Source: an optimization exercise on an open RTL-to-GDS flow (aim: small area). Production flows keep margins and buffers that such runs may drop.
The RTL was checked by simulation tests, not by an equivalence proof against the original design.
No activity file was given, so power comes from the tool's default toggle rates.

v6:
// mipsCore
module mipsCore (
    input  logic        clk,
    input  logic        rstN,
    input  logic        instrValid,
    input  logic [31:0] instr,
    output logic        wbValid,
    output logic [4:0]  wbDest,
    output logic [31:0] wbData
);
Size in the first run: ~4200 cells after synthesis, about 73 I/O pins.
clock: 5.0 ns
lec_check: 0
cap_margin: 20
core_margin: 2
core_utilization: 62
cts_buf_list: sky130_fd_sc_hd__clkbuf_8
cts_cluster_diameter: 100
cts_cluster_size: 16
place_density: 0.7
slew_margin: 20
synth_hierarchical: 1
synth_minimum_keep_size: 0
standard.sh (not shown) runs the stock make flow with config.mk's settings and CLKGATE_MAP_FILE= SYNTH_SCRIPT=/design/flow/synth_recipe.tcl, a recipe that flattens the netlist after the stock synthesis.
==> flow/flow/run.sh <==
#!/bin/bash
# The standard layout (the standard.sh: ORFS synthesis through finish),
# with two changes that only make cells smaller:
#   - the port buffers are sky130_fd_sc_hd__buf_1 instead of the default
#     buffer_ports choice (every port still gets its own buffer);
#   - clock tree synthesis does not add dummy loads.
# make's full output goes to standard_make.log in this folder; ORFS writes each
# tool's own log under orfs/logs/.
set -euo pipefail
bash standard.sh \
  "BUFFER_PORTS_ARGS=-buffer_cell sky130_fd_sc_hd__buf_1" \
  "CTS_ARGS=-sink_clustering_enable -repair_clock_nets -sink_clustering_size 16 -sink_clustering_max_diameter 100 -buf_list sky130_fd_sc_hd__clkbuf_8 -dont_use_dummy_load" \
  finish > standard_make.log 2>&1
Modified inputs, v7 compared to v6
Settings: clearing CTS_CLUSTER_DIAMETER, which used to be 100; clearing CTS_BUF_LIST, which used to be sky130_fd_sc_hd__clkbuf_8; swapping 62 for 55 in CORE_UTILIZATION; clearing CTS_CLUSTER_SIZE, which used to be 16; clearing PLACE_DENSITY, which used to be 0.7.
==> flow/run.sh (new file) <==
#!/bin/bash
# synth_recipe.tcl (not shown) runs the flow's synth.tcl, then flattens the netlist and writes it again
# the make line also repeats each setting of config.mk as NAME=value (left out here)
make -C /OpenROAD-flow-scripts/flow DESIGN_CONFIG=/design/flow/config.mk WORK_HOME=/design/flow/orfs CLKGATE_MAP_FILE= SYNTH_SCRIPT=/design/flow/synth_recipe.tcl finish
removed: flow/flow/run.sh
removed: flow/standard.sh
Results
Cmp v7 vs v6: post-layout instance area higher in v7
Layout-stage area growth over the synthesis result: v7 higher than v6
v6 has higher sequential share of layout area than v7.
Measured against each other, v6 and v7 differ in initial antenna violation count, the higher figure coming from v6.
Changes observed in v7 relative to v6: routed length on met3 went down 2200 um, register-to-register setup slack lost 0.07 ns, die area increased 13%.

========
Setup of job 101:
Starting RTL as in the previous note.
Settings: LEC_CHECK=0, CAP_MARGIN=20, CORE_MARGIN=2, CORE_UTILIZATION=62, CTS_BUF_LIST=sky130_fd_sc_hd__clkbuf_8, CTS_CLUSTER_DIAMETER=80, CTS_CLUSTER_SIZE=12, PLACE_DENSITY=0.7, SLEW_MARGIN=20, SYNTH_HIERARCHICAL=1, SYNTH_MINIMUM_KEEP_SIZE=0; clock period 5.0 ns.
==> flow/flow/run.sh <==
#!/bin/bash
# The standard layout (the standard.sh: ORFS synthesis through finish),
# with two changes that only make cells smaller:
#   - the port buffers are sky130_fd_sc_hd__buf_1 instead of the default
#     buffer_ports choice (every port still gets its own buffer);
#   - clock tree synthesis does not add dummy loads.
# make's full output goes to standard_make.log in this folder; ORFS writes each
# tool's own log under orfs/logs/.
set -euo pipefail
bash standard.sh \
  "BUFFER_PORTS_ARGS=-buffer_cell sky130_fd_sc_hd__buf_1" \
  "CTS_ARGS=-sink_clustering_enable -repair_clock_nets -sink_clustering_size 12 -sink_clustering_max_diameter 80 -buf_list sky130_fd_sc_hd__clkbuf_8 -dont_use_dummy_load" \
  finish > standard_make.log 2>&1
#### Input delta (job 102 over job 101)
# job 101
export LEC_CHECK = 0
export CAP_MARGIN = 20
export CORE_MARGIN = 2
export CORE_UTILIZATION = 62
export CTS_BUF_LIST = sky130_fd_sc_hd__clkbuf_8
export CTS_CLUSTER_DIAMETER = 80
export CTS_CLUSTER_SIZE = 12
export PLACE_DENSITY = 0.7
export SLEW_MARGIN = 20
export SYNTH_HIERARCHICAL = 1
export SYNTH_MINIMUM_KEEP_SIZE = 0
create_clock -name core_clock -period 5.0 [get_ports {clk}]
# job 102
export LEC_CHECK = 0
export CAP_MARGIN = 20
export CORE_MARGIN = 2
export CORE_UTILIZATION = 62
export CTS_BUF_LIST = sky130_fd_sc_hd__clkbuf_8
export CTS_CLUSTER_DIAMETER = 100
export CTS_CLUSTER_SIZE = 16
export PLACE_DENSITY = 0.7
export SLEW_MARGIN = 20
export SYNTH_HIERARCHICAL = 1
export SYNTH_MINIMUM_KEEP_SIZE = 0
create_clock -name core_clock -period 5.0 [get_ports {clk}]
==> flow/run.sh (new file) <==
#!/bin/bash
# synth_recipe.tcl (not shown) runs the flow's synth.tcl, then flattens the netlist and writes it again
# the make line also repeats each setting of config.mk as NAME=value (left out here)
make -C /OpenROAD-flow-scripts/flow DESIGN_CONFIG=/design/flow/config.mk WORK_HOME=/design/flow/orfs CLKGATE_MAP_FILE= SYNTH_SCRIPT=/design/flow/synth_recipe.tcl finish
removed: flow/flow/run.sh
removed: flow/standard.sh
==> comparison <==
Job 102 was carried through to the last stage, and its layout satisfied the timing, design-rule and antenna checks.
Job 102: total power is about 1.2% lower than what job 101 reported.
In job 102, the area of all placed cells without fillers came out about 2% above the value in job 101.
Fraction of power spent switching nets ends up higher on job 102.
Relative to job 101, share of total power in combinational logic has gone up in job 102.
Summary of job 102 over job 101: flop-to-flop setup slack lost 0.03 ns, core area neither gained nor lost much, sequential fraction of design power picked up an extra 0.9 points.
Job 102 reports a higher global-route total usage across every layer than job 101 does.
Setup WNS job 101 -> job 102: worse

separate check: timing with driven ports:
How much do the figures lean on ideal ports? The routed layouts below were timed once more, with nothing changed but the port constraints.
Step 1 (the two cells are an assumption about what drives the block):
set clk [get_ports {clk}]
set_driving_cell -lib_cell sky130_fd_sc_hd__clkbuf_16 $clk
set_driving_cell -lib_cell sky130_fd_sc_hd__buf_2 [delete_from_list [all_inputs] $clk]
Step 2 times the ports against the registers' clock, not the clock port: input delays grow and output delays shrink by t, the midpoint of the rising clock arrivals with the driver on.
Three values: ideal, step 1, step 2; two values: the first two.
run | t, ns | setup slack, ns | worst register clock-pin slew, ns | worst data-port slew with drivers (ns)
v6 | 0.790 | 0.192 / 0.208 / -0.549 | 0.12 / 0.12 | 0.14
v7 | 0.800 | 0.144 / 0.144 / -0.107 | 0.07 / 0.07 | 0.05
job 101 | 0.806 | 0.232 / 0.232 / -0.065 | 0.10 / 0.10 | 0.15
job 102 | 0.831 | 0.201 / 0.201 / -0.394 | 0.12 / 0.12 | 0.19
With both steps, setup timing fails in every run listed, where it was met with ideal ports. For v6, which loses most, drivers alone change the setup slack by +0.016 ns; drivers and shift together by -0.741 ns.
